Source: an optimization exercise on an open RTL-to-GDS flow (aim: small area, a short achievable clock period and few clock cycles per item). Production flows keep margins and buffers that such runs may drop. In this exercise RTL edits were held to simulation tests only and were not proved equivalent to the original. No activity file was given, so power comes from the tool's default toggle rates.

## battery_voltage_average_soc_lookup
module battery_voltage_average_soc_lookup #(
  parameter int unsigned TABLE_ENTRIES = 100
) (
  input  wire logic        clk_i,
  input  wire logic        rst_ni,
  input  wire logic        in_valid_i,
  output      logic        in_stall_o,
  input  wire logic        cmd_i,
  input  wire logic [22:0] sample_uv_i,
  input  wire logic [6:0]  entry_index_i,
  input  wire logic [15:0] entry_mv_i,
  output      logic        out_valid_o,
  input  wire logic        out_stall_i,
  output      logic [15:0] long_avg_mv_o,
  output      logic        long_done_o,
  output      logic [15:0] short_avg_mv_o,
  output      logic        short_done_o,
  output      logic [10:0] soc_x16_o,
  output      logic        init_seen_o,
  input  wire logic        cfg_valid_i,
  output      logic        cfg_ready_o,
  input  wire logic [1:0]  cfg_index_i,
  input  wire logic [3:0]  cfg_data_i
);
  logic        en;
  logic        v0, v1, w1, ld1, sd1;
  logic [23:0] in_word;
  ...
clock: 8.0 ns
lec_check: 0
abc_area: 1
cap_margin: 20
core_margin: 2
core_utilization: 40
cts_cluster_diameter: 110
cts_cluster_size: 22
place_density: 0.45
setup_slack_margin: 4.8
slew_margin: 20
tns_end_percent: 10
run.sh (not shown) runs the stock make flow with config.mk's settings and CLKGATE_MAP_FILE= SYNTH_SCRIPT=/design/flow/synth_recipe.tcl, a recipe that flattens the netlist after the stock synthesis.
The baseline finished clean.
Testbench counts at the start, summed over its fixed seeds: cycles 9,384, items 9,216.
Edit:
--- a/flow/config.mk
+++ b/flow/config.mk
@@ -15 +15 @@
-export SETUP_SLACK_MARGIN = 4.8
+export SETUP_SLACK_MARGIN = 5
Global-route usage increases by 0.42 points; worst setup slack is better by 0.25 ns; hold slack improved by 0.0078 ns; wire length rises by 2.8%; total power is higher by 4.1%; utilization increases by 0.92 points; synthesized cell count is unchanged; sequential power stays flat; via count went up by 2.1%; final area came out higher by 2.1%.
Edit:
--- a/flow/config.mk
+++ b/flow/config.mk
@@ -15 +15 @@
-export SETUP_SLACK_MARGIN = 5
+export SETUP_SLACK_MARGIN = 4.6
After rerunning:
- die area is unchanged
- wire length came out lower by a few percent
- final cell count came out lower slightly
- setup slack got worse by 0.29 ns
- global-route usage came out lower by 0.68 points
- synthesized cell count stays the same
- non-clock buffer count came out lower by 159
- power came out lower by a few percent
- clock-buffer cell count came out higher by 6
- sequential share of layout area came out higher by 1.8 points
Edit:
--- a/flow/config.mk
+++ b/flow/config.mk
@@ -15 +15 @@
-export SETUP_SLACK_MARGIN = 4.6
+export SETUP_SLACK_MARGIN = 5
@@ -17 +17 @@
-export TNS_END_PERCENT = 10
+export TNS_END_PERCENT = 30
What happened: Utilization increases by 1.9 points; non-clock buffer count rose by 224; routed wire length is higher by a few percent; global-route usage came out higher by 0.84 points; total power is higher by roughly a tenth; cell area is higher by a few percent; sequential power hardly moves.
Edit:
--- a/flow/config.mk
+++ b/flow/config.mk
@@ -17 +16,0 @@
-export TNS_END_PERCENT = 30
Outcome: The new run completed with no timing, DRC or antenna violations; design area goes up by 0.60%; power stays flat; count of clock-buffer cells in the layout goes up by 14; register-to-register slack improves by 0.04 ns; flip-flop and latch count stays the same.

========
Another version of the RTL of battery_voltage_average_soc_lookup (not shown whole).
For scale: ~7700 cells after synthesis, roughly 1900 flip-flops.
==> flow/config.mk <==
export PLATFORM = sky130hd
export DESIGN_NAME = battery_voltage_average_soc_lookup
export DESIGN_NICKNAME = battery_voltage_average_soc_lookup
export VERILOG_FILES = /design/flow/design.v
export SDC_FILE = /design/flow/constraint.sdc
export NUM_CORES = 4
export LEC_CHECK = 0
export ABC_AREA = 1
export CAP_MARGIN = 20
export CORE_MARGIN = 2
export CORE_UTILIZATION = 40
export CTS_CLUSTER_DIAMETER = 110
export CTS_CLUSTER_SIZE = 22
export PLACE_DENSITY = 0.45
export SETUP_SLACK_MARGIN = 4.6
export SLEW_MARGIN = 20
==> flow/constraint.sdc <==
create_clock -name core_clock -period 8.0 [get_ports {clk_i}]
set_input_delay 1.6000 -clock core_clock [delete_from_list [all_inputs] [get_ports {clk_i}]]
set_output_delay 1.6000 -clock core_clock [all_outputs]
set_load 0.01 [all_outputs]
The first run ran to the end with no violations.
Testbench counts at the start, summed over its fixed seeds: cycles 9,384, items 9,216.
Change:
SETUP_SLACK_MARGIN = 5   (was 4.6)
TNS_END_PERCENT = 10   (was not set)
Result:
- sequential share of layout area fell by 0.87 points
- power rose by 4.9%
- final area rose by 1.6%
- cell count rose by 0.52%
Change:
CTS_CLUSTER_DIAMETER = not set   (was 110)
CTS_CLUSTER_SIZE = not set   (was 22)
TNS_END_PERCENT = not set   (was 10)
After rerunning:
- final area came out higher by a few percent
- clock skew decreases by 0.020 ns
- routed wire length stays flat
- critical path depth went up by 6
Change:
CTS_CLUSTER_DIAMETER = 110   (was not set)
CTS_CLUSTER_SIZE = 22   (was not set)
Outcome: Final cell count goes down slightly. Power goes down by a few percent. Worst hold slack improves by 0.0093 ns. Area after synthesis does not change.

========
battery_voltage_average_soc_lookup, a different RTL version from the one above (not shown whole).
For scale: ~5700 cells after synthesis.
==> flow/config.mk <==
export PLATFORM = sky130hd
export DESIGN_NAME = battery_voltage_average_soc_lookup
export DESIGN_NICKNAME = battery_voltage_average_soc_lookup
export VERILOG_FILES = /design/flow/design.v
export SDC_FILE = /design/flow/constraint.sdc
export NUM_CORES = 4
export LEC_CHECK = 0
export ABC_CLOCK_PERIOD_IN_PS = 3000
export CAP_MARGIN = 20
export CORE_MARGIN = 2
export CORE_UTILIZATION = 40
export SETUP_SLACK_MARGIN = 5
export SLEW_MARGIN = 20
==> flow/constraint.sdc <==
create_clock -name core_clock -period 8.0 [get_ports {clk_i}]
set_input_delay 1.6000 -clock core_clock [delete_from_list [all_inputs] [get_ports {clk_i}]]
set_output_delay 1.6000 -clock core_clock [all_outputs]
set_load 0.01 [all_outputs]
Testbench counts at the start, summed over its fixed seeds: cycles 9,408, items 9,216.
Edit:
- ABC_AREA: unset -> 1
- ABC_CLOCK_PERIOD_IN_PS: 3000 -> unset
- PLACE_DENSITY: unset -> 0.45
=> Final cell count rises by 27%. Cell area increases by 7.3%. Synthesized area increases by 4.3%. Core utilization goes up by 1.6 points. Worst hold slack is better by 5.0 ps. Power came out higher by 24%. Fmax went up by 27%.

port drivers added, routing unchanged:
In the flow no input, the clock included, has a driving cell. The finished layouts below were timed again as built, in two steps. Step 1, drivers: a clkbuf_16 drives clk_i and a buf_2 each remaining input, both assumed. Step 2 adds t to the input delays and takes it off the output delays; t is the mean of the earliest and latest rising clock arrival at the registers after step 1. Input paths then give back, and output paths get back, about the clock's delay inside the block. a / b / c = no drivers / after step 1 / after step 2; a / b = the first two.
run	shift t [ns]	slack for setup (ns)	worst hold slack (ns)	cell pins on the clock port's net
the first run of note 1	0.867	4.592 / 4.498 / 3.994	0.422 / 0.422 / 0.422	1
the second run of note 1	0.869	4.845 / 4.762 / 4.209	0.430 / 0.430 / 0.430	1
the third run of note 1	0.868	4.553 / 4.502 / 4.073	0.424 / 0.424 / 0.424	1
the fourth run of note 1	0.869	4.828 / 4.745 / 4.168	0.430 / 0.430 / 0.430	1
the fifth run of note 1	0.865	4.945 / 4.900 / 4.261	0.428 / 0.428 / 0.428	1
the first run of note 2	0.857	4.531 / 4.531 / 3.945	0.417 / 0.417 / 0.417	1
the second run of note 2	0.859	4.575 / 4.575 / 3.980	0.424 / 0.424 / 0.424	1
the third run of note 2	0.935	4.603 / 4.603 / 4.159	0.417 / 0.417 / 0.417	1
the fourth run of note 2	0.865	4.581 / 4.581 / 4.212	0.426 / 0.426 / 0.426	1
the first run of note 3	0.883	3.675 / 3.675 / 3.675	0.411 / 0.411 / 0.411	1
the second run of note 3	0.925	4.595 / 4.595 / 4.224	0.416 / 0.416 / 0.416	1
After both steps setup and hold are still met in every run listed. For the fifth run of note 1, which loses most, drivers alone change the setup slack by -0.045 ns; drivers and shift together by -0.684 ns.
